Source: an optimization exercise on an open RTL-to-GDS flow (aim: small area, a short achievable clock period and few clock cycles per item). Production flows keep margins and buffers that such runs may drop. Function was checked by simulation only, so behaviour that the tests miss may differ from the original. Power and IR drop assume default switching activity.

===== flow/design.v =====
`timescale 1ns / 1ps
package tnmh_pkg;
  localparam int unsigned ValueW = 32;
  localparam int unsigned TimeW  = 64;
  localparam int unsigned EntryW = ValueW + TimeW;
endpackage
`timescale 1ns / 1ps
module tnmh_cell #(
  parameter int unsigned N = 32
) (
  input  logic [N-1:0] a,
  input  logic [N-1:0] b,
  output logic         lt,
  output logic         eq
);
  localparam int unsigned D = $clog2(N);
  localparam int unsigned P = 1 << D;
  logic [2*P-1:1] tl, te;
  for (genvar i = 0; i < P; i++) begin : g_leaf
    if (i < N) begin : g_bit
      assign tl[P+i] = !a[i] && b[i];
      assign te[P+i] = !(a[i] ^ b[i]);
    end else begin : g_pad
      assign tl[P+i] = 1'b0;
      assign te[P+i] = 1'b1;
    end
  end
  for (genvar n = 1; n < P; n++) begin : g_node
    assign tl[n] = tl[2*n+1] || (te[2*n+1] && tl[2*n]);
    assign te[n] = te[2*n+1] && te[2*n];
  end
  assign lt = tl[1];
  assign eq = te[1];
endmodule
`timescale 1ns / 1ps
module top_n_min_heap_tracker_top #(
  parameter int unsigned TOP_COUNT = 32
) (
  input  logic        clk,
  input  logic        rst_n,
  input  logic        in_valid,
  output logic        in_ready,
  input  logic [31:0] in_sample_value,
  input  logic [63:0] in_sample_time,
  output logic        out_valid,
  input  logic        out_ready,
  output logic        out_accepted,
  output logic [31:0] out_evicted_value,
  output logic [63:0] out_evicted_time,
  output logic [31:0] out_min_value,
  output logic [63:0] out_min_time
);
  localparam int unsigned W  = tnmh_pkg::EntryW;
  localparam int unsigned TW = tnmh_pkg::TimeW;
  localparam int unsigned NN = 32;
  logic [NN*W-1:0] nq;
  logic [NN:1]     nv;
  logic [15:1]     sel;    
  logic [NN:1]     nwe;
  logic [15:1]     sel_we;
  logic [W-1:0] h_q;
  logic         h_v;
  logic [W-1:0] k_q;
  logic         k_v;
  logic         take;
  logic         h_load;
  logic [W-1:0] in_b;
  logic         o_v;
  logic         acc_q;
  logic [W-1:0] ev_q;
  logic         a_v, a_l2;
  logic [1:0]   a_pos;
  logic [W-1:0] a_s, a_sib, a_l, a_r;
  logic         a_sp;
  logic         b_v, b_l4;
  logic [3:0]   b_pos;
  logic [W-1:0] b_s, b_sib, b_l, b_r;
  logic         b_sp;
  logic fire;
  logic [W-1:0] root, r_l, r_r, r_c, r_o, r_x;
  logic         acc, r_sw;
  logic         acc_lt, acc_eq, r_lt, r_eq;
  assign root = nq[0 +: W];
  assign r_l  = nq[1*W +: W] & {W{nv[2]}};
  assign r_r  = nq[2*W +: W] & {W{nv[3]}};
  assign r_c  = sel[1] ? r_r : r_l;
  assign r_o  = sel[1] ? r_l : r_r;
  tnmh_cell #(.N(W-TW)) u_acc (.a(h_q[W-1:TW]), .b(root[W-1:TW]), .lt(acc_lt), .eq(acc_eq));
  tnmh_cell #(.N(W-TW)) u_rsw (.a(h_q[W-1:TW]), .b(r_c[W-1:TW]), .lt(r_lt), .eq(r_eq));
  assign acc  = !acc_lt;
  assign r_sw = acc && !r_lt;
  assign r_x  = r_sw ? r_c : h_q;
  assign fire   = h_v && (!o_v || out_ready) && (!acc || !(a_v && !a_l2));
  assign nwe[1] = fire && acc;
  logic [W-1:0] a_c, a_o, a_x;
  logic         a_sw, a_left, a_selw;
  logic         a_sw_lt, a_sw_eq, a_c_lt, a_c_eq, a_s_lt, a_s_eq;
  assign a_c    = a_sp ? a_r : a_l;
  assign a_o    = a_sp ? a_l : a_r;
  tnmh_cell #(.N(W-TW)) u_asw (.a(a_s[W-1:TW]), .b(a_c[W-1:TW]), .lt(a_sw_lt), .eq(a_sw_eq));
  assign a_sw   = !a_sw_lt;
  assign a_x    = a_sw ? a_c : a_s;
  assign a_left = !a_pos[0];
  tnmh_cell #(.N(W)) u_ac (.a({a_c[W-1:TW], ~a_c[TW-1:0]}), .b({a_sib[W-1:TW], ~a_sib[TW-1:0]}),
                           .lt(a_c_lt), .eq(a_c_eq));
  tnmh_cell #(.N(W)) u_as (.a({a_s[W-1:TW], ~a_s[TW-1:0]}), .b({a_sib[W-1:TW], ~a_sib[TW-1:0]}),
                           .lt(a_s_lt), .eq(a_s_eq));
  assign a_selw = a_sw ? (a_left ? !a_c_lt : (a_c_lt || a_c_eq))
                       : (a_left ? !a_s_lt : (a_s_lt || a_s_eq));
  logic [W-1:0] b_c, b_o, b_x;
  logic         b_sw, b_left, b_selw, b_kid;
  logic         b_sw_lt, b_sw_eq, b_c_lt, b_c_eq, b_s_lt, b_s_eq;
  assign b_c    = b_sp ? b_r : b_l;
  assign b_o    = b_sp ? b_l : b_r;
  assign b_kid  = !b_l4 || (b_pos == 4'd0);
  tnmh_cell #(.N(W-TW)) u_bsw (.a(b_s[W-1:TW]), .b(b_c[W-1:TW]), .lt(b_sw_lt), .eq(b_sw_eq));
  assign b_sw   = b_kid && !b_sw_lt;
  assign b_x    = b_sw ? b_c : b_s;
  assign b_left = !b_pos[0];
  tnmh_cell #(.N(W)) u_bc (.a({b_c[W-1:TW], ~b_c[TW-1:0]}), .b({b_sib[W-1:TW], ~b_sib[TW-1:0]}),
                           .lt(b_c_lt), .eq(b_c_eq));
  tnmh_cell #(.N(W)) u_bs (.a({b_s[W-1:TW], ~b_s[TW-1:0]}), .b({b_sib[W-1:TW], ~b_sib[TW-1:0]}),
                           .lt(b_s_lt), .eq(b_s_eq));
  assign b_selw = b_sw ? (b_left ? !b_c_lt : (b_c_lt || b_c_eq))
                       : (b_left ? !b_s_lt : (b_s_lt || b_s_eq));
  logic         rp;
  logic [W-1:0] rf_l, rf_r;
  logic         rf_sp, rf_a;
  assign rp    = sel[1];
  assign rf_a  = a_v && a_l2;
  assign rf_l  = (rf_a && a_pos == {rp, 1'b0}) ? a_x
               : (rp ? (nq[5*W +: W] & {W{nv[6]}}) : (nq[3*W +: W] & {W{nv[4]}}));
  assign rf_r  = (rf_a && a_pos == {rp, 1'b1}) ? a_x
               : (rp ? (nq[6*W +: W] & {W{nv[7]}}) : (nq[4*W +: W] & {W{nv[5]}}));
  assign rf_sp = (rf_a && a_pos[1] == rp) ? a_selw : (rp ? sel[3] : sel[2]);
  logic [2:0]   ap;
  logic [W-1:0] pr_l, pr_r, pf_l, pf_r;
  logic         pr_sp, pf_sp, pf_b;
  assign ap = a_l2 ? {a_pos, a_sp} : {1'b0, a_pos[0], a_sp};
  always_comb begin
    pr_l  = '0;
    pr_r  = '0;
    pr_sp = 1'b0;
    for (int j = 0; j < 4; j++) begin
      pr_l  = pr_l | ({W{!a_l2 && ap == j && nv[8 + 2*j]}} & nq[(7 + 2*j)*W +: W]);
      pr_r  = pr_r | ({W{!a_l2 && ap == j && nv[9 + 2*j]}} & nq[(8 + 2*j)*W +: W]);
      pr_sp = pr_sp | (!a_l2 && ap == j && sel[4 + j]);
    end
    for (int j = 0; j < 8; j++) begin
      pr_l  = pr_l | ({W{a_l2 && ap == j && nv[16 + 2*j]}} & nq[(15 + 2*j)*W +: W]);
      pr_r  = pr_r | ({W{a_l2 && ap == j && nv[17 + 2*j]}} & nq[(16 + 2*j)*W +: W]);
      pr_sp = pr_sp | (a_l2 && ap == j && sel[8 + j]);
    end
  end
  assign pf_b  = b_v && (b_l4 == a_l2);
  assign pf_l  = (pf_b && b_pos == {ap, 1'b0}) ? b_x : pr_l;
  assign pf_r  = (pf_b && b_pos == {ap, 1'b1}) ? b_x : pr_r;
  assign pf_sp = (pf_b && b_pos[3:1] == ap) ? b_selw : pr_sp;
  assign nwe[2]  = a_v && !a_l2 && (a_pos[0] == 1'b0);
  assign nwe[3]  = a_v && !a_l2 && (a_pos[0] == 1'b1);
  for (genvar j = 0; j < 4; j++) begin : g_we2
    assign nwe[4 + j] = a_v && a_l2 && (a_pos == j);
  end
  for (genvar j = 0; j < 8; j++) begin : g_we3
    assign nwe[8 + j] = b_v && !b_l4 && (b_pos == j);
  end
  for (genvar j = 0; j < 16; j++) begin : g_we4
    assign nwe[16 + j] = b_v && b_l4 && (b_pos == j);
  end
  assign nwe[32] = b_v && b_l4 && b_sw;
  assign sel_we[1] = a_v && !a_l2;
  for (genvar j = 0; j < 2; j++) begin : g_sw1
    assign sel_we[2 + j] = a_v && a_l2 && (a_pos[1] == j);
  end
  for (genvar j = 0; j < 4; j++) begin : g_sw2
    assign sel_we[4 + j] = b_v && !b_l4 && (b_pos[2:1] == j);
  end
  for (genvar j = 0; j < 8; j++) begin : g_sw3
    assign sel_we[8 + j] = b_v && b_l4 && (b_pos[3:1] == j);
  end
  always_ff @(posedge clk) begin
    if (!rst_n) nq[0 +: W] <= '0;
    else if (nwe[1]) nq[0 +: W] <= r_x;
  end
  assign nv[1] = 1'b1;
  for (genvar n = 2; n <= NN; n++) begin : g_node
    always_ff @(posedge clk) begin
      if (nwe[n]) nq[(n-1)*W +: W] <= (n == 32) ? b_s : (n < 8) ? a_x : b_x;
      if (!rst_n) nv[n] <= 1'b0;
      else if (nwe[n]) nv[n] <= 1'b1;
    end
  end
  for (genvar q = 1; q <= 15; q++) begin : g_selq
    always_ff @(posedge clk) begin
      if (!rst_n) sel[q] <= 1'b1;
      else if (sel_we[q]) sel[q] <= (q < 4) ? a_selw : b_selw;
    end
  end
  logic a_self, b_self;
  assign a_self = a_v && !a_l2;
  assign b_self = b_v && !b_l4;
  always_ff @(posedge clk) begin
    if (!rst_n) begin
      h_v <= 1'b0;
      k_v <= 1'b0;
      o_v <= 1'b0;
      a_v <= 1'b0;
      b_v <= 1'b0;
    end else begin
      if (h_load) h_v <= k_v || take;
      if (h_load) k_v <= 1'b0;
      else if (take) k_v <= 1'b1;
      if (fire) o_v <= 1'b1;
      else if (out_ready) o_v <= 1'b0;
      a_v <= a_self ? a_sw : (fire && r_sw);
      b_v <= b_self ? b_sw : (a_v && a_l2 && a_sw);
    end
    if (h_load) h_q <= k_v ? k_q : in_b;
    if (take && !h_load) k_q <= in_b;
    if (fire) begin
      acc_q <= acc;
      ev_q  <= acc ? {~root[W-1], root[W-2:0]} : '0;
    end
    if (a_self) begin
      a_l2  <= 1'b1;
      a_pos <= {a_pos[0], a_sp};
      a_sib <= a_o;
      a_l   <= pf_l;
      a_r   <= pf_r;
      a_sp  <= pf_sp;
    end else begin
      a_l2  <= 1'b0;
      a_pos <= {1'b0, rp};
      a_s   <= h_q;
      a_sib <= r_o;
      a_l   <= rf_l;
      a_r   <= rf_r;
      a_sp  <= rf_sp;
    end
    if (b_self) begin
      b_l4  <= 1'b1;
      b_pos <= {b_pos[2:0], b_sp};
      b_sib <= b_o;
      b_l   <= nq[31*W +: W] & {W{nv[32]}};
      b_sp  <= 1'b0;
    end else begin
      b_l4  <= 1'b0;
      b_pos <= {1'b0, ap};
      b_s   <= a_s;
      b_sib <= a_o;
      b_l   <= pf_l;
      b_sp  <= pf_sp;
    end
    b_r <= pf_r;   
  end
  assign in_b              = {~in_sample_value[31], in_sample_value[30:0], in_sample_time};
  assign take              = in_valid && !k_v;
  assign h_load            = !h_v || fire;
  assign in_ready          = !k_v;
  assign out_valid         = o_v;
  assign out_accepted      = acc_q;
  assign out_evicted_value = ev_q[W-1:TW];
  assign out_evicted_time  = ev_q[TW-1:0];
  assign out_min_value     = {~root[W-1], root[W-2:TW]};
  assign out_min_time      = root[TW-1:0];
endmodule

===== flow/flow/run.sh =====
#!/bin/bash
set -euo pipefail
MARGIN=${MARGIN:-7}
sed -e "s/SETUP_SLACK_MARGIN=[0-9.-]*/SETUP_SLACK_MARGIN=${MARGIN} BUFFER_PORTS_ARGS='-buffer_cell sky130_fd_sc_hd__buf_2'/" \
  standard.sh > standard_margin.sh
bash standard_margin.sh > flow.log 2>&1

===== flow/standard.sh =====
#!/bin/bash
# synth_recipe.tcl (not shown) runs the flow's synth.tcl, then flattens the netlist and writes it again
# the make line also repeats each setting of config.mk as NAME=value (left out here)
make -C /OpenROAD-flow-scripts/flow DESIGN_CONFIG=/design/flow/config.mk WORK_HOME=/design/flow/orfs CLKGATE_MAP_FILE= SYNTH_SCRIPT=/design/flow/synth_recipe.tcl "${@:-finish}"

===== flow/config.mk =====
export PLATFORM = sky130hd
export DESIGN_NAME = top_n_min_heap_tracker_top
export DESIGN_NICKNAME = top_n_min_heap_tracker_top
export VERILOG_FILES = /design/flow/design.v
export SDC_FILE = /design/flow/constraint.sdc
export NUM_CORES = 4
export LEC_CHECK = 0
export ABC_CLOCK_PERIOD_IN_PS = 3000
export CAP_MARGIN = 20
export CORE_MARGIN = 2
export CORE_UTILIZATION = 40
export CTS_BUF_LIST = sky130_fd_sc_hd__clkbuf_8
export CTS_CLUSTER_SIZE = 30
export SETUP_SLACK_MARGIN = 5
export SLEW_MARGIN = 20

===== flow/constraint.sdc =====
create_clock -name core_clock -period 11.0 [get_ports {clk}]
set_input_delay 2.2000 -clock core_clock [delete_from_list [all_inputs] [get_ports {clk}]]
set_output_delay 2.2000 -clock core_clock [all_outputs]
set_load 0.01 [all_outputs]

==> results.json, run 1 <==
{
  "ys_seq_area_share_pct": 70.2,
  "grt_start_max_net_pins": 110,
  "start_util_pct": 40.2,
  "firstDrtPassIters": 8,
  "core_um2": 420000,
  "worstHoldPathType": "flip-flop to flip-flop",
  "die_w_um": 654,
  "path_cells": "buf_16 -> buf_4 -> buf_12 -> buf_16 -> mux2_4 -> ha_4 -> nand4_1 -> buf_6 -> nor4_4 -> nand4_1 -> o41a_1 -> nand4_1 -> nor4_2 -> nor4_2 -> buf_4 -> a21oi_4 -> buf_12 -> o311ai_2",
  "vias": 115000,
  "root_buffer": "clkbuf_8",
  "skew_ns": 0.115,
  "drv_slew": 0,
  "fin_crit_sh_pct": 40.2,
  "crit_required_ns": 12.12,
  "yosys-top-cells-area": "edfxtp_1 (62%), dfxtp_1 (8.7%), ha_1 (3.8%)",
  "nNetsFinal": 13600,
  "grtUsageTotal_pct": 26.2,
  "max_freq_ghz": 0.226,
  "async_flop_share_pct": 0,
  "grt_pass1_wl_um": 806000,
  "max_stage_delay_ns": 0.63,
  "critPathCaptureType": "flip-flop",
  "cts.path.max_buffers": 4,
  "wl_um": 588000,
  "rows": 238,
  "synthToLayoutAreaGrowth_pct": 19.7,
  "wl_per_cell_um": 30.7,
  "status": "finished clean",
  "drtAntennaViolNets": 0,
  "overflow": 0,
  "cp_slowest_cell": "nor4_4",
  "critPathMaxFanout": 10,
  "grt_pass1_vias": 110000,
  "synth-seq-cells": 4190,
  "numCtsBuffers": 646,
  "arrival_ns": 5.54,
  "dieArea_um2": 427000,
  "drive_above_1_share_pct": 23.3,
  "grt_util_met3_pct": 4.54,
  "worst_slew_pin_slew_ns": 1.27,
  "synth_top_family_by_area": "compound AO/OA/AOI/OAI gates",
  "netlist_instances": 12000,
  "synthFlopType": "edfxtp_1",
  "cts.sinks": 4190,
  "synth.distinct_cells": 74,
  "cts-htree-levels": 6,
  "layout_commonest_cell": "edfxtp_1",
  "syn_area_um2": 169000,
  "synth.top_cell.area_share_pct": 61.5,
  "die_y_um": 654,
  "startpoint_type": "flip-flop",
  "final_cell_mix": "edfxtp_1 (3457), nand2_1 (932), clkbuf_8 (698)",
  "timing.final.crit_period_ns": 4.42,
  "worstSetupPathType": "flip-flop to flip-flop",
  "maxSlewHeadroom_pct": 14.6,
  "synthesis.nets": 12600,
  "power.density_nw_per_um2": 160,
  "dpl-instance-area_um2": 176000,
  "rsz0062_at_grt": "yes",
  "busiest_layer": "met2",
  "synthXorXnorAreaFrac_pct": 0.0208,
  "stdcell_area_um2": 202000,
  "syn_area_per_cell_um2": 14.1,
  "yosysTopAreaCell": "edfxtp_1",
  "power_mw": 32.3,
  "vdd_drop_max_uv": 125,
  "portBuffers": 294,
  "met2_usage_pct": 41.9,
  "cts_tree": "done",
  "postCtsHoldBufs": 0,
  "io_pins": 295,
  "setup_viol": 0,
  "clock_latency_ns": 1.28,
  "synth_compound_area_share_pct": 12.7,
  "clkTransAtPathRegs_ns": 0.07,
  "leakagePower_nw": 74.8,
  "cp_common_cell": "nand4_1",
  "drt-vias-per-instance": 5.99,
  "grt_util_met1_pct": 34.3,
  "gp_congestion": 0.897,
  "cap_viol_max_count": 0,
  "synth-edff-count": 3457,
  "drt_iter0_markers": 14500,
  "fin_setup_tns_ns": 0,
  "hold_viol": 0,
  "yosys.area_share.simple_pct": 6.09,
  "synthAdderAreaFrac_pct": 3.77,
  "antenna_found_initial": 17,
  "dp.final_hpwl_um": 310000,
  "ys.warnings.count": 1,
  "remaining_drc_errors": 0,
  "yosys-mux-area-fraction_pct": 3.89
}
## cell families (layout without fill, tap and decap cells)
group / count (synthesis) / after routing
mux: 615 / 615
fa+ha+maj: 508 / 508
simple gates: 2266 / 2278
compound gates: 3048 / 3049
other cells: 0 / 6
xor+xnor: 4 / 4
flops: 4190 / 4190
buf+inv: 1350 / 2834
## routing by layer
layer  vias to the layer above  routed length [um]
li1                      48500                   -
met4                        12               32300
met3                      1245               59300
met1                     58100              225000
met5                         -                  92
met2                      6606              271000
## layout make-up
cell class | count | area [um^2]
Fill cell | 36200 | 218000
Sequential cell | 4190 | 119000
Multi-Input combinational cell | 6454 | 49800
Timing Repair Buffer | 960 | 10500
Clock buffer | 698 | 9610
Tap cell | 5640 | 7060
Clock inverter | 467 | 2430
Inverter | 496 | 2260
Timing Repair inverter | 213 | 1580
Antenna cell | 6 | 15.0
## registers in the layout, summed over array words and instances, names as in the netlist, 2 cells and up
register and count:
k_q 96, b_s 96, b_pos 4, b_r 96
b_sib 96, sel 15, a_pos 2, a_s 96
nv 31, a_r 96, h_q 96, ev_q 96
nq 3072, a_l 96, a_sib 96, b_l 96
## what timing repair did
item                                    4_1_cts  5_1_grt
pin swaps                                   181      127
cloned                                      211       65
resized for setup                          1079      455
endpoints found under the setup margin     4025     3678
endpoints found under the hold margin         0        0
setup buffers                               229      162
## metrics by stage
step | util, % | instances | worst slack [ns] | hold slack [ns]
finish | 48.1 | 19100 | 6.58 | 0.434
global route | 48.1 | 19100 | 6.53 | 0.456
CTS | 47.1 | 18900 | 6.72 | 0.423
detailed placement | 42.0 | 17300 | 4.62 | 0.435
global placement | 42.0 | 17300 | 4.59 | 0.430
floorplan | - | 12000 | 4.97 | 0.427
## final timing paths
| check | start | endpoint | slack, ns | cells past startpoint |
|---|---|---|---|---|
| worst min-delay path | nq[3020]$_DFFE_PP_ | b_l[44]$_DFF_P_ | 0.43 | 2 |
| worst max-delay path | b_sp$_SDFF_PP0_ | sel[5]$_SDFFE_PN1P_ | 6.58 | 18 |
| worst max register to register | b_sp$_SDFF_PP0_ | sel[5]$_SDFFE_PN1P_ | 6.58 | 18 |
| worst min register to register | nq[3020]$_DFFE_PP_ | b_l[44]$_DFF_P_ | 0.43 | 2 |
## critical path: cells and delay by family, from the launching register on
| kind | cells | cell delay, ns |
|---|---|---|
| flops | 1 | 0.41 |
| fa+ha+maj | 1 | 0.28 |
| compound gates | 3 | 0.83 |
| simple gates | 6 | 1.41 |
| buf+inv | 7 | 1.01 |
| mux | 1 | 0.34 |
## where the power goes
part / total [mW] / switching [mW] / internal (mW)
registers: 17.5 / 0.245 / 17.3
clock network: 12.4 / 6.30 / 6.14
logic: 2.29 / 1.40 / 0.899
## cell usage after synthesis, types with 7 or more instances
cell type,count
buf_1,91
nor2_1,463
and4_1,11
nand3_1,276
dfxtp_1,733
nor2b_1,11
o21ai_0,435
mux2_2,321
and3_1,144
a21o_1,271
a22oi_1,657
clkbuf_1,636
o21a_1,13
o31ai_1,9
nor4_1,150
mux2i_1,293
nand2b_1,19
a22o_1,251
buf_4,101
edfxtp_1,3457
a211oi_1,214
o211ai_1,23
buf_2,19
o21ai_1,62
and2_1,8
buf_6,7
a21oi_1,492
a221oi_1,273
a31oi_1,103
nand4_1,101
nor3_1,112
a221o_1,186
inv_1,494
nand2_1,941
ha_1,508
a211o_1,7
Testbench counts, summed over its fixed seeds: cycles 5,479, items 3,200.
==> run 2, diff against run 1 <==
==> flow/config.mk (replaced) <==
export PLATFORM = sky130hd
export DESIGN_NAME = top_n_min_heap_tracker_top
export DESIGN_NICKNAME = top_n_min_heap_tracker_top
export VERILOG_FILES = /design/flow/design.v
export SDC_FILE = /design/flow/constraint.sdc
export NUM_CORES = 4
export LEC_CHECK = 0
export ABC_CLOCK_PERIOD_IN_PS = 3000
export CAP_MARGIN = 30
export CORE_MARGIN = 2
export CORE_UTILIZATION = 50
export PLACE_DENSITY = 0.7
export SETUP_SLACK_MARGIN = 5
export SLEW_MARGIN = 35
==> run 2 against run 1 <==
Utilization rose by 11 points. Critical path depth fell by 1. Critical endpoint is now sel[4]$_SDFFE_PN1P_. Sequential cell count did not move. Maximum frequency rose by 1.0%. Largest power group unchanged. Global-route usage rose by 5.2 points. Critical path type unchanged. Cell count fell by 9.0%. Clock power rose by 12%. Hold slack improved by 0.015 ns. Total power rose by 3.7%. Die area fell by 20%. Clock skew fell by 0.013 ns.
==> results.json, run 2 <==
{
  "ys_top_cells_by_count": "edfxtp_1 (3457), nand2_1 (941), dfxtp_1 (733)",
  "grt_pass1_vias": 110000,
  "power.density_nw_per_um2": 167,
  "vdd_drop_max_uv": 194,
  "netlist_instances": 12000,
  "p_int_mw": 26.0,
  "grtUsageTotal_pct": 31.4,
  "nNetsFinal": 13200,
  "die_w_um": 585,
  "dieArea_um2": 342000,
  "overflow": 0,
  "rows": 213,
  "arrival_ns": 5.15,
  "numCtsBuffers": 402,
  "pre_cts_slack_ns": 4.45,
  "grt_pass1_wl_um": 776000,
  "yosys-top-cells-area": "edfxtp_1 (62%), dfxtp_1 (8.7%), ha_1 (3.8%)",
  "fin_crit_sh_pct": 39.8,
  "vias": 115000,
  "share_comb_of_total_power_pct": 6.1,
  "rsz0062_at_grt": "yes",
  "skew_ns": 0.102,
  "ys_seq_area_share_pct": 70.2,
  "stdcell_area_um2": 200000,
  "synth.top_cell.area_share_pct": 61.5,
  "synthFlopType": "edfxtp_1",
  "wl_per_cell_um": 32.5,
  "synthToLayoutAreaGrowth_pct": 18.5,
  "die_y_um": 585,
  "postCtsHoldBufs": 0,
  "dp.cells": 16200,
  "syn_area_per_cell_um2": 14.1,
  "io_pins": 295,
  "crit_required_ns": 11.77,
  "synth.distinct_cells": 74,
  "drt_iter0_markers": 17300,
  "antenna_found_initial": 8,
  "final_cell_mix": "edfxtp_1 (3457), nand2_1 (931), dfxtp_1 (723)",
  "fin_hold_ws_ns": 0.448,
  "wl_um": 565000,
  "grt_start_max_net_pins": 229,
  "status": "finished clean",
  "largest_reg_flops": 3072,
  "worstSetupPathType": "flip-flop to flip-flop",
  "setup_viol": 0,
  "r2r_cells": 17,
  "clkTransAtPathRegs_ns": 0.06,
  "layout_commonest_cell": "edfxtp_1",
  "power_mw": 33.5,
  "path_cells": "buf_4 -> buf_12 -> buf_16 -> buf_4 -> buf_12 -> mux2_2 -> ha_1 -> nand4_1 -> nor3_1 -> a21oi_1 -> a22oi_1 -> o311a_4 -> nor4_4 -> buf_6 -> buf_12 -> a21oi_4 -> o211ai_1",
  "portBuffers": 294,
  "timing.final.crit_period_ns": 4.37,
  "ys.warnings.count": 1,
  "cts.sinks": 4190,
  "worstHoldPathType": "flip-flop to flip-flop",
  "cts-htree-levels": 5,
  "root_buffer": "clkbuf_16",
  "post-synth-top-count-cell": "edfxtp_1",
  "setup_slack_ns": 6.63,
  "hold_viol": 0,
  "synth-edff-count": 3457,
  "drt-vias-per-instance": 6.61,
  "max_freq_ghz": 0.229,
  "gp_congestion": 0.967,
  "fin_setup_tns_ns": 0,
  "drive_above_1_share_pct": 20.6,
  "hold_depth": 0,
  "cts_tree": "done",
  "critPathMaxFanout": 27,
  "maxSlewHeadroom_pct": 7.40,
  "cp_common_cell": "buf_12",
  "remaining_drc_errors": 0,
  "top_register": "nq",
  "synth-seq-cells": 4190,
  "synthesis.nets": 12600,
  "critPathCaptureType": "flip-flop",
  "core_um2": 336000,
  "final_cells": 17400,
  "seqPwrFrac_pct": 52.4,
  "leakagePower_nw": 73.5,
  "firstDrtPassIters": 6,
  "yosysTopAreaCell": "edfxtp_1",
  "switching_share_pct": 22.4,
  "drtAntennaViolNets": 0,
  "worst_slew_pin_slew_ns": 1.39,
  "final_util_pct": 59.4,
  "dpl-instance-area_um2": 175000,
  "cap_viol_max_count": 0,
  "p_clk_share_pct": 41.5,
  "clock_latency_ns": 0.98,
  "syn_area_um2": 169000,
  "cts.path.max_buffers": 4,
  "startpoint_type": "flip-flop",
  "async_flop_share_pct": 0,
  "cp_slowest_cell": "a22oi_1",
  "dp.final_hpwl_um": 310000,
  "max_stage_delay_ns": 0.78,
  "start_util_pct": 50.2,
  "switchingPower_mw": 7.50,
  "drv_slew": 0
}
==> run 2: cell counts after synthesis <==
No cell type changed its count.
==> run 2: critical path: cells and delay by family (launching register included) <==
kind | cells | cell delay, ns
AOI/OAI and AO/OA | 5 | 1.52
adders and majority gates | 1 | 0.35
buffers and inverters | 7 | 1.04
DFF | 1 | 0.35
muxes | 1 | 0.41
and+or+nand+nor | 3 | 0.55
==> run 2: power by group through the flow <==
stage	Combinational (mW)	Clock [mW]	Sequential, mW
after global placement	1.34	0	17.9
after CTS	1.76	13.9	17.5
after detailed placement	1.38	0	17.9
after floorplan	0.982	0	17.7
final	2.04	13.9	17.6
after global routing	2.13	14.5	17.6
==> run 2: path summary, 6_finish.rpt <==
path,from,endpoint,slack [ns]
setup / recovery,b_sp$_SDFF_PP0_,sel[4]$_SDFFE_PN1P_,6.63
hold / removal,h_q[33]$_DFFE_PP_,a_s[33]$_DFFE_PN_,0.45
setup reg to reg,b_sp$_SDFF_PP0_,sel[4]$_SDFFE_PN1P_,6.63
hold reg to reg,h_q[33]$_DFFE_PP_,a_s[33]$_DFFE_PN_,0.45
==> run 2: layout make-up <==
class	instances	area [um^2]
clock inverters	197	2040
repair buffers	862	9080
clock buffers	530	11000
repair inverters	160	1220
flip-flops and latches	4190	119000
well taps	4515	5650
diodes	2	5.00
fillers	24700	136000
multi-input cells	6454	50100
inverters	496	2300
==> run 2: metal layers <==
layer  track usage [%]  share of wire (%)  wire length, um  up-vias
met2              49.2                 46           260000     8645
met4              23.3                8.6            48400        2
met1              39.0                 34           191000    56900
li1                  -                  -                -    47600
met5                 0             0.0023               13        -
met3              6.09                 12            66200     1950
==> run 2: cells by family after synthesis <==
| logic type | Yosys count | share of synthesized area [%] |
|---|---|---|
| xor+xnor | 4 | 0.0208 |
| fa+ha+maj | 508 | 3.77 |
| mux | 615 | 3.89 |
| compound gates | 3048 | 12.7 |
| simple gates | 2266 | 6.09 |
| buf+inv | 1350 | 3.27 |
| flops | 4190 | 70.2 |
==> run 2: timing repair <==
item	CTS	global route
pin swaps	122	198
cloned	150	56
gates resized for setup	802	580
setup buffers	183	123
endpoints found under the setup margin	3725	3438
==> run 3, diff against run 2 <==
--- a/flow/design.v
+++ b/flow/design.v
@@ -79,46 +79,59 @@
   logic fire;
   logic [W-1:0] root, r_l, r_r, r_c, r_o, r_x;
   logic         acc, r_sw;
-  logic         acc_lt, acc_eq, r_lt, r_eq;
+  logic         acc_lt, acc_eq, rl_lt, rl_eq, rr_lt, rr_eq;
   assign root = nq[0 +: W];
   assign r_l  = nq[1*W +: W] & {W{nv[2]}};
   assign r_r  = nq[2*W +: W] & {W{nv[3]}};
   assign r_c  = sel[1] ? r_r : r_l;
   assign r_o  = sel[1] ? r_l : r_r;
   tnmh_cell #(.N(W-TW)) u_acc (.a(h_q[W-1:TW]), .b(root[W-1:TW]), .lt(acc_lt), .eq(acc_eq));
-  tnmh_cell #(.N(W-TW)) u_rsw (.a(h_q[W-1:TW]), .b(r_c[W-1:TW]), .lt(r_lt), .eq(r_eq));
+  tnmh_cell #(.N(W-TW)) u_rsl (.a(h_q[W-1:TW]), .b(r_l[W-1:TW]), .lt(rl_lt), .eq(rl_eq));
+  tnmh_cell #(.N(W-TW)) u_rsr (.a(h_q[W-1:TW]), .b(r_r[W-1:TW]), .lt(rr_lt), .eq(rr_eq));
   assign acc  = !acc_lt;
-  assign r_sw = acc && !r_lt;
+  assign r_sw = acc && !(sel[1] ? rr_lt : rl_lt);
   assign r_x  = r_sw ? r_c : h_q;
   assign fire   = h_v && (!o_v || out_ready) && (!acc || !(a_v && !a_l2));
   assign nwe[1] = fire && acc;
   logic [W-1:0] a_c, a_o, a_x;
   logic         a_sw, a_left, a_selw;
-  logic         a_sw_lt, a_sw_eq, a_c_lt, a_c_eq, a_s_lt, a_s_eq;
+  logic         a_swl_lt, a_swl_eq, a_swr_lt, a_swr_eq, a_s_lt, a_s_eq;
+  logic         a_cl_lt, a_cl_eq, a_cr_lt, a_cr_eq, a_c_lt, a_c_eq;
   assign a_c    = a_sp ? a_r : a_l;
   assign a_o    = a_sp ? a_l : a_r;
-  tnmh_cell #(.N(W-TW)) u_asw (.a(a_s[W-1:TW]), .b(a_c[W-1:TW]), .lt(a_sw_lt), .eq(a_sw_eq));
-  assign a_sw   = !a_sw_lt;
+  tnmh_cell #(.N(W-TW)) u_aswl (.a(a_s[W-1:TW]), .b(a_l[W-1:TW]), .lt(a_swl_lt), .eq(a_swl_eq));
+  tnmh_cell #(.N(W-TW)) u_aswr (.a(a_s[W-1:TW]), .b(a_r[W-1:TW]), .lt(a_swr_lt), .eq(a_swr_eq));
+  assign a_sw   = !(a_sp ? a_swr_lt : a_swl_lt);
   assign a_x    = a_sw ? a_c : a_s;
   assign a_left = !a_pos[0];
-  tnmh_cell #(.N(W)) u_ac (.a({a_c[W-1:TW], ~a_c[TW-1:0]}), .b({a_sib[W-1:TW], ~a_sib[TW-1:0]}),
-                           .lt(a_c_lt), .eq(a_c_eq));
+  tnmh_cell #(.N(W)) u_acl (.a({a_l[W-1:TW], ~a_l[TW-1:0]}), .b({a_sib[W-1:TW], ~a_sib[TW-1:0]}),
+                            .lt(a_cl_lt), .eq(a_cl_eq));
+  tnmh_cell #(.N(W)) u_acr (.a({a_r[W-1:TW], ~a_r[TW-1:0]}), .b({a_sib[W-1:TW], ~a_sib[TW-1:0]}),
+                            .lt(a_cr_lt), .eq(a_cr_eq));
+  assign a_c_lt = a_sp ? a_cr_lt : a_cl_lt;
+  assign a_c_eq = a_sp ? a_cr_eq : a_cl_eq;
   tnmh_cell #(.N(W)) u_as (.a({a_s[W-1:TW], ~a_s[TW-1:0]}), .b({a_sib[W-1:TW], ~a_sib[TW-1:0]}),
                            .lt(a_s_lt), .eq(a_s_eq));
   assign a_selw = a_sw ? (a_left ? !a_c_lt : (a_c_lt || a_c_eq))
                        : (a_left ? !a_s_lt : (a_s_lt || a_s_eq));
   logic [W-1:0] b_c, b_o, b_x;
   logic         b_sw, b_left, b_selw, b_kid;
-  logic         b_sw_lt, b_sw_eq, b_c_lt, b_c_eq, b_s_lt, b_s_eq;
+  logic         b_swl_lt, b_swl_eq, b_swr_lt, b_swr_eq, b_s_lt, b_s_eq;
+  logic         b_cl_lt, b_cl_eq, b_cr_lt, b_cr_eq, b_c_lt, b_c_eq;
   assign b_c    = b_sp ? b_r : b_l;
   assign b_o    = b_sp ? b_l : b_r;
   assign b_kid  = !b_l4 || (b_pos == 4'd0);
-  tnmh_cell #(.N(W-TW)) u_bsw (.a(b_s[W-1:TW]), .b(b_c[W-1:TW]), .lt(b_sw_lt), .eq(b_sw_eq));
-  assign b_sw   = b_kid && !b_sw_lt;
+  tnmh_cell #(.N(W-TW)) u_bswl (.a(b_s[W-1:TW]), .b(b_l[W-1:TW]), .lt(b_swl_lt), .eq(b_swl_eq));
+  tnmh_cell #(.N(W-TW)) u_bswr (.a(b_s[W-1:TW]), .b(b_r[W-1:TW]), .lt(b_swr_lt), .eq(b_swr_eq));
+  assign b_sw   = b_kid && !(b_sp ? b_swr_lt : b_swl_lt);
   assign b_x    = b_sw ? b_c : b_s;
   assign b_left = !b_pos[0];
-  tnmh_cell #(.N(W)) u_bc (.a({b_c[W-1:TW], ~b_c[TW-1:0]}), .b({b_sib[W-1:TW], ~b_sib[TW-1:0]}),
-                           .lt(b_c_lt), .eq(b_c_eq));
+  tnmh_cell #(.N(W)) u_bcl (.a({b_l[W-1:TW], ~b_l[TW-1:0]}), .b({b_sib[W-1:TW], ~b_sib[TW-1:0]}),
+                            .lt(b_cl_lt), .eq(b_cl_eq));
+  tnmh_cell #(.N(W)) u_bcr (.a({b_r[W-1:TW], ~b_r[TW-1:0]}), .b({b_sib[W-1:TW], ~b_sib[TW-1:0]}),
+                            .lt(b_cr_lt), .eq(b_cr_eq));
+  assign b_c_lt = b_sp ? b_cr_lt : b_cl_lt;
+  assign b_c_eq = b_sp ? b_cr_eq : b_cl_eq;
   tnmh_cell #(.N(W)) u_bs (.a({b_s[W-1:TW], ~b_s[TW-1:0]}), .b({b_sib[W-1:TW], ~b_sib[TW-1:0]}),
                            .lt(b_s_lt), .eq(b_s_eq));
   assign b_selw = b_sw ? (b_left ? !b_c_lt : (b_c_lt || b_c_eq))
--- a/flow/config.mk
+++ b/flow/config.mk
@@ -6,9 +6,11 @@
 export NUM_CORES = 4
 export LEC_CHECK = 0
 export ABC_CLOCK_PERIOD_IN_PS = 3000
-export CAP_MARGIN = 30
+export CAP_MARGIN = 25
 export CORE_MARGIN = 2
 export CORE_UTILIZATION = 50
+export CTS_CLUSTER_DIAMETER = 100
+export CTS_CLUSTER_SIZE = 25
 export PLACE_DENSITY = 0.7
 export SETUP_SLACK_MARGIN = 5
-export SLEW_MARGIN = 35
+export SLEW_MARGIN = 25
==> run 3 against run 2 <==
Non-clock buffer count down 253. Clock power fell by about 40%. Sequential power up 4%. Synthesized cell count is 6.0% higher. Highest routed layer unchanged. Area after synthesis grew 3.6%. Still clean. Combinational power increased by 85%. Clock skew shrank 0.0054 ns. Largest cell class unchanged. Critical endpoint is now sel[5]$_SDFFE_PN1P_. Cell area fell by 4.4%. Total power fell by 9.2%.
==> results.json, run 3 <==
{
  "status": "finished clean",
  "drtAntennaViolNets": 0,
  "worstHoldPathType": "flip-flop to flip-flop",
  "dieArea_um2": 354000,
  "worstSetupPathType": "flip-flop to flip-flop",
  "maxSlewHeadroom_pct": 23.6,
  "drt-vias-per-instance": 6.52,
  "synth.top_cell.area_share_pct": 59.4,
  "final_cells": 17500,
  "die_y_um": 595,
  "synth-seq-cells": 4190,
  "clock_latency_ns": 0.97,
  "max_freq_ghz": 0.244,
  "ys_top_cells_by_count": "edfxtp_1 (3457), nand2_1 (850), ha_1 (793)",
  "gp_congestion": 0.991,
  "yosys-top-cells-area": "edfxtp_1 (59%), dfxtp_1 (8.4%), ha_1 (5.7%)",
  "worstHoldStart": "nq[3000]$_DFFE_PP_",
  "largest_reg_flops": 3072,
  "remaining_drc_errors": 0,
  "cts_tree": "done",
  "clkTransAtPathRegs_ns": 0.11,
  "reg2reg_from": "b_l[77]$_DFF_P_",
  "rr_endpoint": "sel[5]$_SDFFE_PN1P_",
  "drt_iter0_markers": 15100,
  "wl_um": 546000,
  "firstDrtPassIters": 7,
  "synthToLayoutAreaGrowth_pct": 9.30,
  "worst_slew_pin_slew_ns": 1.14,
  "syn_area_per_cell_um2": 13.8,
  "fin_hold_ws_ns": 0.432,
  "regArea_um2": 119000,
  "setup_viol": 0,
  "rows": 217,
  "io_pins": 295,
  "post-synth-top-count-cell": "edfxtp_1",
  "dp.final_hpwl_um": 327000,
  "nNetsFinal": 13600,
  "max_stage_delay_ns": 0.52,
  "ys.warnings.count": 1,
  "r2r_slack_ns": 6.91,
  "cp_slowest_cell": "a221oi_1",
  "arrival_ns": 4.83,
  "startpoint_type": "flip-flop",
  "final_util_pct": 54.8,
  "timing.final.crit_period_ns": 4.09,
  "vdd_drop_max_uv": 134,
  "synth-edff-count": 3457,
  "critPathMaxFanout": 5,
  "synthesis.nets": 13600,
  "hold_viol": 0,
  "drive_above_1_share_pct": 11.8,
  "grt_start_max_net_pins": 152,
  "die_w_um": 595,
  "grt_pass1_vias": 108000,
  "fin_crit_sh_pct": 37.2,
  "netlist_instances": 12700,
  "yosysTopAreaCell": "edfxtp_1",
  "power_mw": 30.4,
  "drv_slew": 0,
  "start_util_pct": 50.2,
  "critPathCaptureType": "flip-flop",
  "pre_cts_slack_ns": 5.92,
  "vias": 114000,
  "power.density_nw_per_um2": 159,
  "path_cells": "inv_1 -> ha_1 -> a21o_1 -> a21o_1 -> a221oi_1 -> o31ai_1 -> a31oi_1 -> o221ai_1 -> o21ai_0 -> a211oi_4 -> buf_4 -> nor4_1 -> o21ai_0",
  "grtUsageTotal_pct": 29.5,
  "setup_slack_ns": 6.91,
  "cts.path.max_buffers": 4,
  "root_buffer": "clkbuf_16",
  "crit_start": "b_l[77]$_DFF_P_",
  "portBuffers": 294,
  "rsz0062_at_grt": "yes",
  "final_cell_mix": "edfxtp_1 (3457), nand2_1 (849), ha_1 (793)",
  "core_um2": 349000,
  "antenna_found_initial": 13,
  "cts-htree-levels": 4,
  "syn_area_um2": 175000,
  "skew_ns": 0.0966,
  "top_register": "nq",
  "synth.distinct_cells": 79,
  "cts.sinks": 4190,
  "numCtsBuffers": 196,
  "dp.cells": 16900,
  "overflow": 0,
  "crit_required_ns": 11.74,
  "async_flop_share_pct": 0,
  "stdcell_area_um2": 191000,
  "ys_seq_area_share_pct": 67.8,
  "r2r_cells": 13,
  "dpl-instance-area_um2": 181000,
  "layout_commonest_cell": "edfxtp_1",
  "wl_per_cell_um": 31.3,
  "cap_viol_max_count": 0,
  "endpoint": "sel[5]$_SDFFE_PN1P_",
  "fillers": 28300,
  "fin_setup_tns_ns": 0,
  "synthFlopType": "edfxtp_1",
  "leakagePower_nw": 69.4,
  "grt_pass1_wl_um": 762000,
  "multi_input_area_um2": 52900
}
run 3: cell count changes after synthesis, sizes merged, moves of 120 or more:
cell    previous run  this run
ha               508       793
a221oi           273       550
a22oi            657       414
o21ai            497       315
nand3            276       453
and2               8       168
a221o            186        37
a21oi            492       640
a22o             251       371
run 3: cell type report:
cell class	instances	share of cell area [%]
clock buffer	299	2.80
sequential	4190	62.0
inverter	566	1.27
multi-input combinational	7103	27.7
antenna	10	0.0131
tap	4599	3.01
timing repair buffer	609	2.87
timing repair inverter	76	0.295
clock inverter	15	0.0831
run 3: worst max-delay path: cells and delay by family, from the launching register on:
kind	cells	cell delay, ns
AOI/OAI and AO/OA	9	2.69
adders and majority gates	1	0.29
DFF	1	0.37
buffers and inverters	2	0.26
and+or+nand+nor	1	0.27
run 3: worst min path at each step:
stage / to / slack (ns) / cells after the start
6_report: b_l[24]$_DFF_P_ / 0.43 / 2
3_3_place_gp: a_s[17]$_DFFE_PN_ / 0.44 / 0
4_1_cts: b_l[24]$_DFF_P_ / 0.44 / 2
3_5_place_dp: a_s[8]$_DFFE_PN_ / 0.43 / 0
5_1_grt: a_s[40]$_DFFE_PN_ / 0.47 / 0
2_1_floorplan: a_s[0]$_DFFE_PN_ / 0.43 / 0
run 3: what timing repair did:
| item | CTS | global route |
|---|---|---|
| resized for setup | 307 | 190 |
| gates cloned | 48 | 55 |
| hold buffers | 0 | 0 |
| pin swaps | 15 | 13 |
| buffers inserted | 34 | 95 |
| setup endpoints to repair | 3684 | 3138 |
run 3: cell families after synthesis:
| logic type | Yosys count | share of synthesized area [%] |
|---|---|---|
| xor gates and xnor gates | 4 | 0.0200 |
| adders and majority gates | 793 | 5.67 |
| AOI/OAI and AO/OA | 3241 | 13.3 |
| buffers and inverters | 1424 | 3.31 |
| muxes | 574 | 3.45 |
| DFF | 4190 | 67.8 |
| and+or+nand+nor | 2473 | 6.50 |
run 3: metal layers:
layer	up-vias	GRT usage [%]	part of all wire, %
met3	1211	3.90	9.1
met1	57100	37.9	37
li1	49200	-	-
met2	6404	47.8	47
met4	10	18.2	7.1
met5	-	0	0.030
run 3: report_power, final:
group          leakage, nW  total (mW)  switching [mW]  internal, mW
Sequential            37.8        18.3           0.327          18.0
Clock                 2.65        8.34            4.94          3.40
Combinational         29.0        3.77            2.54          1.23
Total                 69.4        30.4            7.80          22.6
Testbench counts of run 3, summed over its fixed seeds: cycles 5,479, items 3,200.
==> run 4, diff against run 3 <==
--- a/flow/config.mk
+++ b/flow/config.mk
@@ -6,11 +6,9 @@
 export NUM_CORES = 4
 export LEC_CHECK = 0
 export ABC_CLOCK_PERIOD_IN_PS = 3000
-export CAP_MARGIN = 25
+export CAP_MARGIN = 30
 export CORE_MARGIN = 2
 export CORE_UTILIZATION = 50
-export CTS_CLUSTER_DIAMETER = 100
-export CTS_CLUSTER_SIZE = 25
 export PLACE_DENSITY = 0.7
 export SETUP_SLACK_MARGIN = 5
-export SLEW_MARGIN = 25
+export SLEW_MARGIN = 35
==> run 4 against run 3 <==
Wire length increased by 0.83%. Count of clock-buffer cells in the layout increased by 239. Sequential cell count did not move. Global-route usage rose by 0.18 points. Sequential power barely moved. Area after synthesis stayed put.
==> results.json, run 4 <==
{
  "synth.top_cell.area_share_pct": 59.4,
  "firstDrtPassIters": 6,
  "worstHoldPathType": "flip-flop to flip-flop",
  "hold_end": "b_l[51]$_DFF_P_",
  "critPathCaptureType": "flip-flop",
  "hold_viol": 0,
  "cts_tree": "done",
  "drt_iter0_markers": 14800,
  "max_freq_ghz": 0.245,
  "worstHoldStart": "nq[3027]$_DFFE_PP_",
  "root_buffer": "clkbuf_16",
  "synth-edff-count": 3457,
  "power.density_nw_per_um2": 180,
  "synth-seq-cells": 4190,
  "synthFlopType": "edfxtp_1",
  "numCtsBuffers": 406,
  "overflow": 0,
  "grtUsageTotal_pct": 29.7,
  "post-synth-top-count-cell": "edfxtp_1",
  "synth.distinct_cells": 79,
  "grt_start_max_net_pins": 152,
  "drive_above_1_share_pct": 14.1,
  "die_w_um": 595,
  "drv_slew": 0,
  "leakagePower_nw": 73.2,
  "clkTransAtPathRegs_ns": 0.06,
  "reg2reg_from": "a_l2$_DFF_P_",
  "r2r_slack_ns": 6.92,
  "cts.path.max_buffers": 4,
  "rows": 217,
  "cts.sinks": 4190,
  "netlist_instances": 12700,
  "yosys-top-cells-area": "edfxtp_1 (59%), dfxtp_1 (8.4%), ha_1 (5.7%)",
  "max_stage_delay_ns": 0.68,
  "rsz0062_at_grt": "yes",
  "synthToLayoutAreaGrowth_pct": 13.5,
  "remaining_drc_errors": 0,
  "p_clk_share_pct": 38.6,
  "seqPwrFrac_pct": 51.2,
  "startpoint_type": "flip-flop",
  "portBuffers": 294,
  "drtAntennaViolNets": 0,
  "power_mw": 35.8,
  "fin_setup_tns_ns": 0,
  "synthesis.nets": 13600,
  "async_flop_share_pct": 0,
  "wl_um": 550000,
  "crit_required_ns": 11.86,
  "yosysTopAreaCell": "edfxtp_1",
  "worst_slew_pin_slew_ns": 1.02,
  "ys.warnings.count": 1,
  "switching_share_pct": 24.7,
  "layout_commonest_cell": "edfxtp_1",
  "start_util_pct": 50.2,
  "cp_slowest_cell": "and3_4",
  "vdd_drop_max_uv": 162,
  "syn_area_per_cell_um2": 13.8,
  "dp.final_hpwl_um": 327000,
  "nNetsFinal": 13800,
  "vias": 116000,
  "rr_endpoint": "b_l[58]$_DFF_P_",
  "fin_hold_ws_ns": 0.430,
  "r2r_cells": 11,
  "ys_top_cells_by_count": "edfxtp_1 (3457), nand2_1 (850), ha_1 (793)",
  "syn_area_um2": 175000,
  "status": "finished clean",
  "worstSetupPathType": "flip-flop to flip-flop",
  "grt_pass1_vias": 111000,
  "cts-htree-levels": 5,
  "drt-vias-per-instance": 6.47,
  "antenna_found_initial": 12,
  "io_pins": 295,
  "ys_seq_area_share_pct": 67.8,
  "gp_congestion": 0.991,
  "die_y_um": 595,
  "core_um2": 349000,
  "top_register": "nq",
  "final_cell_mix": "edfxtp_1 (3457), nand2_1 (849), ha_1 (793)",
  "largest_reg_flops": 3072,
  "setup_viol": 0,
  "hold_depth": 2,
  "arrival_ns": 4.94,
  "final_util_pct": 56.9,
  "p_int_mw": 26.9,
  "cap_viol_max_count": 0,
  "maxSlewHeadroom_pct": 30.8,
  "fin_crit_sh_pct": 37.1,
  "clock_latency_ns": 0.97,
  "share_comb_of_total_power_pct": 10.2,
  "grt_pass1_wl_um": 769000,
  "path_cells": "nand2b_1 -> nor2_2 -> and3_4 -> buf_12 -> a22o_1 -> a221oi_1 -> nand3_1 -> nor2_1 -> a21oi_1 -> nand2_1 -> nand2_1",
  "cp_common_cell": "nand2_1",
  "dieArea_um2": 354000,
  "timing.final.crit_period_ns": 4.08,
  "critPathMaxFanout": 71,
  "switchingPower_mw": 8.84,
  "wl_per_cell_um": 30.8,
  "skew_ns": 0.0902
}
[run 4: cell counts after synthesis]
No cell type changed its count.
[run 4: power by group through the flow]
stage	clock network [mW]	registers, mW	logic (mW)
final	13.8	18.3	3.65
after global routing	14.5	18.3	3.86
after CTS	13.9	18.3	3.12
after detailed placement	0	18.7	2.80
after global placement	0	18.6	2.74
after floorplan	0	18.4	1.81
[run 4: stage by stage]
stage	cell area (um^2)	setup slack, ns	instances
after CTS	196000	6.85	17700
after floorplan	175000	5.46	12700
after detailed placement	181000	5.80	16900
final	198000	6.92	17900
after global routing	198000	6.80	17900
after global placement	181000	5.46	16900
[run 4: worst max path at each step]
| stage | cells past startpoint | endpoint | slack [ns] | start |
|---|---|---|---|---|
| floorplan | 4 | nq[288]$_DFFE_PP_ | 5.46 | a_l2$_DFF_P_ |
| global placement | 12 | a_sp$_DFF_P_ | 5.46 | b_r[78]$_DFF_P_ |
| detailed placement | 14 | nq[28]$_SDFFE_PN0P_ | 5.80 | nv[2]$_SDFFE_PN0P_ |
| CTS | 12 | nq[1545]$_DFFE_PP_ | 6.85 | b_s[66]$_DFFE_PN_ |
| global route | 12 | nq[1313]$_DFFE_PP_ | 6.80 | b_s[81]$_DFFE_PN_ |
| finish | 11 | b_l[58]$_DFF_P_ | 6.92 | a_l2$_DFF_P_ |
[run 4: logic make-up (layout without fill, tap and decap cells)]
group / count (synthesis) / after routing / synth area share, %
DFF: 4190 / 4190 / 67.8
muxes: 574 / 574 / 3.45
xor gates and xnor gates: 4 / 4 / 0.0200
buffers and inverters: 1424 / 1969 / 3.31
and+or+nand+nor: 2473 / 2490 / 6.50
AOI/OAI and AO/OA: 3241 / 3241 / 13.3
adders and majority gates: 793 / 793 / 5.67
other: 0 / 15 / 0
[run 4: cell type report]
class | count | area, um^2
antenna | 15 | 37.5
clock buffer | 538 | 11200
clock inverter | 207 | 1890
fill | 27300 | 150000
inverter | 566 | 2370
multi-input combinational | 7102 | 52800
sequential | 4190 | 119000
tap | 4599 | 5750
timing repair buffer | 593 | 5470
timing repair inverter | 65 | 468
[run 4: what timing repair did]
item,CTS,global route
pin swaps,11,13
setup endpoints to repair,3455,3212
resized for setup,232,246
cloned,32,58
hold buffers,0,0
setup buffers,29,79
[run 4: worst max-delay path, delay by kind of cell (launching register included)]
kind	cells	cell delay, ns
AND/OR/NAND/NOR	7	1.93
buffers and inverters	1	0.54
AO/OA/AOI/OAI	3	0.94
flip-flops	1	0.55
[run 4: per-layer routing]
metal | global-route usage (%) | vias to the layer above | wire, um
met5 | 0 | - | 48
met4 | 18.3 | 6 | 39500
met3 | 4.22 | 1383 | 52200
met2 | 48.1 | 6713 | 259000
met1 | 37.9 | 57600 | 200000
li1 | - | 49900 | -
==> run 5, diff against run 4 <==
--- a/flow/config.mk
+++ b/flow/config.mk
@@ -9,6 +9,8 @@
 export CAP_MARGIN = 30
 export CORE_MARGIN = 2
 export CORE_UTILIZATION = 50
+export CTS_CLUSTER_DIAMETER = 100
+export CTS_CLUSTER_SIZE = 20
 export PLACE_DENSITY = 0.7
 export SETUP_SLACK_MARGIN = 5
 export SLEW_MARGIN = 35
==> run 5 against run 4 <==
Cell count decreased by 2.0%. Global-route usage down 0.27 points. Wire length is 0.21% lower. Sequential share of layout area up 2.0 points. Sequential power about the same. First-iteration DRC count increased by 0.26%. Die area stayed put. Register-to-register slack worse by 0.05 ns. Still clean on timing, DRC and antenna. Area after synthesis unchanged. Non-clock buffer count increased by 3.
==> results.json, run 5 <==
{
  "highest_layer": "met5",
  "grt_pass1_wl_um": 761000,
  "synth-seq-cells": 4190,
  "crit_family": "simple AND/OR/NAND/NOR gates",
  "fin_hold_ws_ns": 0.449,
  "drive_above_1_share_pct": 11.9,
  "rsz0062_at_grt": "yes",
  "die_y_um": 595,
  "io_pins": 295,
  "synth.distinct_cells": 79,
  "vias": 114000,
  "met3RoutedLength_um": 51000,
  "grt_pass1_vias": 108000,
  "max_freq_ghz": 0.242,
  "max_stage_delay_ns": 0.72,
  "grt_start_max_net_pins": 152,
  "reg2reg_from": "a_l2$_DFF_P_",
  "synth.top_cell.area_share_pct": 59.4,
  "dp.final_hpwl_um": 327000,
  "synthesis.nets": 13600,
  "wl_um": 549000,
  "cts-htree-levels": 4,
  "worstHoldStart": "nq[3011]$_DFFE_PP_",
  "drtAntennaViolNets": 0,
  "numCtsBuffers": 236,
  "worst-path-stages": 10,
  "cts.sinks": 4190,
  "top_register": "nq",
  "cts.path.max_buffers": 4,
  "dieArea_um2": 354000,
  "critPathBufInv": 1,
  "path_cells": "nand2b_1 -> nor2_4 -> and3_4 -> buf_4 -> a22o_1 -> a221oi_1 -> nand3_1 -> nor2_1 -> a21oi_1 -> a21o_1",
  "cts_tree": "done",
  "overflow": 0,
  "synthFlopType": "edfxtp_1",
  "r2r_slack_ns": 6.87,
  "crit_required_ns": 11.86,
  "r2r_cells": 10,
  "rows": 217,
  "startpoint_type": "flip-flop",
  "portBuffers": 294,
  "syn_area_um2": 175000,
  "timing.final.crit_period_ns": 4.13,
  "power.density_nw_per_um2": 162,
  "firstDrtPassIters": 6,
  "netlist_instances": 12700,
  "maxSlewHeadroom_pct": 27.5,
  "async_flop_share_pct": 0,
  "layout_commonest_cell": "edfxtp_1",
  "status": "finished clean",
  "grtUsageTotal_pct": 29.4,
  "antenna_found_initial": 14,
  "clkTransAtPathRegs_ns": 0.09,
  "ys_top_cells_by_count": "edfxtp_1 (3457), nand2_1 (850), ha_1 (793)",
  "yosys-top-cells-area": "edfxtp_1 (59%), dfxtp_1 (8.4%), ha_1 (5.7%)",
  "leakagePower_nw": 69.9,
  "critPathMaxFanout": 25,
  "dpl-instance-area_um2": 181000,
  "yosysTopAreaCell": "edfxtp_1",
  "synthToLayoutAreaGrowth_pct": 9.86,
  "dp.cells": 16900,
  "fillers": 28100,
  "remaining_drc_errors": 0,
  "wl_met2_um": 258000,
  "rr_endpoint": "a_r[75]$_DFF_P_",
  "hold_end": "b_l[35]$_DFF_P_",
  "wl_per_cell_um": 31.4,
  "hold_viol": 0,
  "drt-vias-per-instance": 6.53,
  "post-synth-top-count-cell": "edfxtp_1",
  "vdd_drop_max_uv": 159,
  "postCtsHoldBufs": 0,
  "ys.warnings.count": 1,
  "worst_slew_pin_slew_ns": 1.09,
  "gp_congestion": 0.991,
  "synth-edff-count": 3457,
  "arrival_ns": 4.99,
  "power_mw": 31.1,
  "die_w_um": 595,
  "cp_slowest_cell": "a21oi_1",
  "skew_ns": 0.104,
  "clock_latency_ns": 0.99,
  "worstSetupPathType": "flip-flop to flip-flop",
  "nNetsFinal": 13700,
  "drv_slew": 0,
  "met1Wirelength_um": 202000,
  "fin_setup_tns_ns": 0,
  "root_buffer": "clkbuf_16",
  "worstHoldPathType": "flip-flop to flip-flop",
  "syn_area_per_cell_um2": 13.8,
  "final_cells": 17500,
  "core_um2": 349000,
  "critPathCaptureType": "flip-flop",
  "final_cell_mix": "edfxtp_1 (3457), nand2_1 (849), ha_1 (793)",
  "largest_reg_flops": 3072,
  "drt_iter0_markers": 14800,
  "fin_crit_sh_pct": 37.5,
  "stdcell_area_um2": 192000,
  "start_util_pct": 50.2,
  "ys_seq_area_share_pct": 67.8,
  "cap_viol_max_count": 0,
  "setup_viol": 0,
  "hold_depth": 2
}
==> run 5: what timing repair did <==
item / in CTS / in global routing
buffers inserted: 32 / 79
setup endpoints to repair: 3450 / 3291
gates resized for setup: 249 / 232
cloned: 37 / 61
pin swaps: 11 / 17
==> run 5: through the flow <==
stage | util [%] | setup WS, ns
CTS | 54.4 | 6.87
global route | 55.1 | 6.86
global placement | 51.8 | 5.46
finish | 55.1 | 6.87
floorplan | - | 5.46
detailed placement | 51.9 | 5.80
==> run 5: layout make-up <==
class / count / area [um^2] / area share, %
flip-flops and latches: 4190 / 119000 / 61.7
multi-input cells: 7105 / 52800 / 27.5
clock buffers: 375 / 6530 / 3.40
well taps: 4599 / 5750 / 3.00
repair buffers: 596 / 5410 / 2.82
inverters: 566 / 2400 / 1.25
repair inverters: 68 / 500 / 0.261
clock inverters: 8 / 111 / 0.0580
diodes: 11 / 27.5 / 0.0143
==> run 5: tightest hold or removal path: stages, from the launching register on <==
cell,delay [ns]
edfxtp_1,0.34
nand3_1,0.08
nand2_1,0.06
==> run 5: worst max path at each step <==
| stage | to | startpoint | slack, ns |
|---|---|---|---|
| after global routing | nq[2846]$_DFFE_PP_ | b_s[81]$_DFFE_PN_ | 6.86 |
| after floorplan | nq[288]$_DFFE_PP_ | a_l2$_DFF_P_ | 5.46 |
| after detailed placement | nq[28]$_SDFFE_PN0P_ | nv[2]$_SDFFE_PN0P_ | 5.80 |
| final | a_r[75]$_DFF_P_ | a_l2$_DFF_P_ | 6.87 |
| after CTS | nq[1374]$_DFFE_PP_ | b_s[67]$_DFFE_PN_ | 6.87 |
| after global placement | a_sp$_DFF_P_ | b_r[78]$_DFF_P_ | 5.46 |
==> run 5: cells by family after synthesis <==
family	count (synthesis)	share of synthesized area, %
adder cells (fa/ha/maj)	793	5.67
buffers and inverters	1424	3.31
AO/OA/AOI/OAI	3241	13.3
flip-flops	4190	67.8
AND/OR/NAND/NOR	2473	6.50
XOR/XNOR	4	0.0200
multiplexers	574	3.45
==> run 5: power by group <==
group	switching [mW]	internal, mW
combinational	2.52	1.18
clock	5.08	4.08
sequential	0.328	18.0
==> run 5: layer usage <==
metal	vias up	global-route usage (%)
li1	49300	-
met1	57300	38.0
met2	6575	47.9
met3	1250	3.79
met4	6	17.2
met5	-	0
==> run 6, diff against run 5 <==
==> flow/flow/run.sh (replaced) <==
#!/bin/bash
set -euo pipefail
MARGIN=${MARGIN:-7.45}
sed -e "s/SETUP_SLACK_MARGIN=[0-9.-]*/SETUP_SLACK_MARGIN=${MARGIN} BUFFER_PORTS_ARGS='-buffer_cell sky130_fd_sc_hd__buf_2'/" \
  standard.sh > standard_margin.sh
bash standard_margin.sh > flow.log 2>&1
==> run 6 against run 5 <==
Cell count grew 2.8%. Sequential cell count is the same. Largest cell class unchanged. Area after synthesis stayed put. Combinational power grew 29%. Clock power increased by 0.5%. Global-route usage up 1.8 points. Total power increased by 3.6%.
==> results.json, run 6 <==
{
  "status": "finished clean",
  "stdcell_area_um2": 201000,
  "synth.distinct_cells": 79,
  "dp.cells": 16900,
  "dp.final_hpwl_um": 328000,
  "clock_latency_ns": 1.00,
  "power.density_nw_per_um2": 160,
  "r2r_cells": 10,
  "dpl-instance-area_um2": 181000,
  "cts-htree-levels": 4,
  "leakagePower_nw": 73.1,
  "grt_pass1_wl_um": 800000,
  "r2r_slack_ns": 7.28,
  "arrival_ns": 1.54,
  "fin_crit_sh_pct": 34.0,
  "firstDrtPassIters": 9,
  "core_um2": 349000,
  "die_y_um": 595,
  "numCtsBuffers": 237,
  "ys.warnings.count": 1,
  "rsz0062_at_grt": "yes",
  "synthToLayoutAreaGrowth_pct": 15.1,
  "wl_per_cell_um": 32.5,
  "power_mw": 32.2,
  "crit_required_ns": 8.80,
  "p_int_mw": 23.8,
  "start_util_pct": 50.2,
  "synthFlopType": "edfxtp_1",
  "yosys-top-cells-area": "edfxtp_1 (59%), dfxtp_1 (8.4%), ha_1 (5.7%)",
  "final_util_pct": 57.7,
  "cts.sinks": 4190,
  "rows": 217,
  "rr_endpoint": "sel[1]$_SDFFE_PN1P_",
  "grt_start_max_net_pins": 176,
  "final_cell_mix": "edfxtp_1 (3457), nand2_1 (842), ha_1 (774)",
  "cap_viol_max_count": 0,
  "timing.final.crit_period_ns": 3.74,
  "worstSetupPathType": "flip-flop to output pin",
  "critPathCaptureType": "output pin",
  "antenna_found_initial": 24,
  "endpoint": "in_ready",
  "grtUsageTotal_pct": 31.2,
  "portBuffers": 294,
  "io_pins": 295,
  "die_w_um": 595,
  "crit_start": "k_v$_SDFFE_PP0P_",
  "dieArea_um2": 354000,
  "ys_top_cells_by_count": "edfxtp_1 (3457), nand2_1 (850), ha_1 (793)",
  "synth-edff-count": 3457,
  "drtAntennaViolNets": 0,
  "final_cells": 18000,
  "fin_hold_ws_ns": 0.414,
  "remaining_drc_errors": 0,
  "post-synth-top-count-cell": "edfxtp_1",
  "top_register": "nq",
  "vias": 119000,
  "switchingPower_mw": 8.44,
  "fin_setup_tns_ns": 0,
  "p_clk_share_pct": 28.6,
  "setup_viol": 0,
  "drv_slew": 0,
  "overflow": 0,
  "share_comb_of_total_power_pct": 14.8,
  "clkTransAtPathRegs_ns": 0.09,
  "drive_above_1_share_pct": 18.9,
  "nNetsFinal": 14100,
  "drt_iter0_markers": 17900,
  "setup_slack_ns": 7.26,
  "layout_commonest_cell": "edfxtp_1",
  "hold_depth": 2,
  "startpoint_type": "flip-flop",
  "synth-seq-cells": 4190,
  "drt-vias-per-instance": 6.60,
  "netlist_instances": 12700,
  "synth.top_cell.area_share_pct": 59.4,
  "gp_congestion": 0.979,
  "seqPwrFrac_pct": 56.6,
  "worst_slew_pin_slew_ns": 1.31,
  "yosysTopAreaCell": "edfxtp_1",
  "pre_cts_slack_ns": 5.72,
  "ys_seq_area_share_pct": 67.8,
  "cts_tree": "done",
  "syn_area_per_cell_um2": 13.8,
  "largest_reg_flops": 3072,
  "skew_ns": 0.0979,
  "synthesis.nets": 13600,
  "root_buffer": "clkbuf_16",
  "reg2reg_from": "a_sib[45]$_DFF_P_",
  "cts.path.max_buffers": 4,
  "vdd_drop_max_uv": 185,
  "syn_area_um2": 175000,
  "grt_pass1_vias": 113000,
  "max_freq_ghz": 0.268,
  "hold_viol": 0,
  "maxSlewHeadroom_pct": 12.7,
  "wl_um": 585000,
  "switching_share_pct": 26.2,
  "postCtsHoldBufs": 0,
  "async_flop_share_pct": 0,
  "critPathMaxFanout": 2,
  "worstHoldPathType": "flip-flop to flip-flop"
}
## run 6: cell types whose count changed in the layout (fill, tap and decap cells not counted), sizes merged, moves of 5 or more
| cell | before | now |
|---|---|---|
| bufbuf | 1 | 6 |
| clkbuf | 382 | 392 |
| clkinvlp | 136 | 213 |
| and3 | 51 | 57 |
| inv | 501 | 510 |
| buf | 588 | 965 |
## run 6: timing repair
action,in CTS,in global routing
setup buffers,245,217
setup endpoints to repair,3951,3694
pin swaps,59,166
gates resized for setup,956,673
gates cloned,97,126
## run 6: metal layers
metal  GRT usage (%)  part of all wire, %  wire (um)
met1            40.3                   36     209000
met2            49.2                   46     269000
met3            4.76                   11      63000
met4            20.6                  7.4      43100
met5               0                0.020        116
## run 6: cells by family after synthesis
family,Yosys count,share of synthesized area (%)
flops,4190,67.8
fa+ha+maj,793,5.67
mux,574,3.45
simple gates,2473,6.50
xor+xnor,4,0.0200
buf+inv,1424,3.31
compound gates,3241,13.3
## run 6: power groups by stage
| stage | Combinational [mW] | Clock, mW | Sequential [mW] |
|---|---|---|---|
| global placement | 2.73 | 0 | 18.6 |
| finish | 4.77 | 9.21 | 18.3 |
| floorplan | 1.83 | 0 | 18.4 |
| CTS | 3.73 | 9.21 | 18.3 |
| global route | 4.96 | 9.73 | 18.3 |
| detailed placement | 2.79 | 0 | 18.7 |
## run 6: worst max-delay path, cell delays in order (launching register included)
cell and delay, ns:
dfxtp_4 0.36, clkinvlp_4 0.09, buf_6 0.13
## run 6: area by class of cell
class,instances,area [um^2]
Fill cell,26800,147000
Sequential cell,4190,119000
Multi-Input combinational cell,7115,55700
Timing Repair Buffer,992,10800
Clock buffer,371,6500
Tap cell,4599,5750
Inverter,566,2540
Timing Repair inverter,152,1140
Clock inverter,10,143
Antenna cell,11,27.5
## run 6: how the worst min path moves through the flow
stage / startpoint / endpoint / slack, ns
6_report: nq[2992]$_DFFE_PP_ / b_l[16]$_DFF_P_ / 0.41
5_1_grt: nq[2992]$_DFFE_PP_ / b_l[16]$_DFF_P_ / 0.44
4_1_cts: nq[2992]$_DFFE_PP_ / b_l[16]$_DFF_P_ / 0.41
3_5_place_dp: h_q[48]$_DFFE_PP_ / a_s[48]$_DFFE_PN_ / 0.44
3_3_place_gp: h_q[47]$_DFFE_PP_ / a_s[47]$_DFFE_PN_ / 0.44
2_1_floorplan: h_q[0]$_DFFE_PP_ / a_s[0]$_DFFE_PN_ / 0.43

[re-timing with driven ports]
The flow's constraints put no driver on any port. The routed layouts listed below were extracted and timed again, unchanged, in two steps. Step 1 assumes that a clkbuf_16 drives the clock port and a buf_2 every other input. Step 2 times the ports against the registers' clock, not the clock port: input delays grow and output delays shrink by t, the midpoint of the rising clock arrivals with the driver on. Slacks: ideal / step 1 / step 2; pairs: ideal / step 1.
| run | shift t [ns] | setup WS [ns] | hold WS [ns] | clock arrival spread, ns |
|---|---|---|---|---|
| run 1 | 1.334 | 6.581 / 6.581 / 6.359 | 0.434 / 0.434 / 0.434 | 0.120 / 0.120 |
| run 2 | 1.032 | 6.625 / 6.625 / 6.618 | 0.448 / 0.448 / 0.448 | 0.105 / 0.105 |
| run 3 | 1.028 | 6.907 / 6.907 / 6.584 | 0.432 / 0.432 / 0.432 | 0.099 / 0.099 |
| run 4 | 1.039 | 6.918 / 6.918 / 6.718 | 0.430 / 0.430 / 0.430 | 0.090 / 0.090 |
| run 5 | 1.047 | 6.873 / 6.873 / 6.824 | 0.449 / 0.449 / 0.449 | 0.105 / 0.106 |
| run 6 | 1.067 | 7.263 / 7.152 / 7.049 | 0.414 / 0.414 / 0.414 | 0.098 / 0.098 |
After both steps setup and hold are still met in every run listed. For run 3, which loses most, drivers alone change the setup slack by 0.000 ns; drivers and shift together by -0.323 ns.
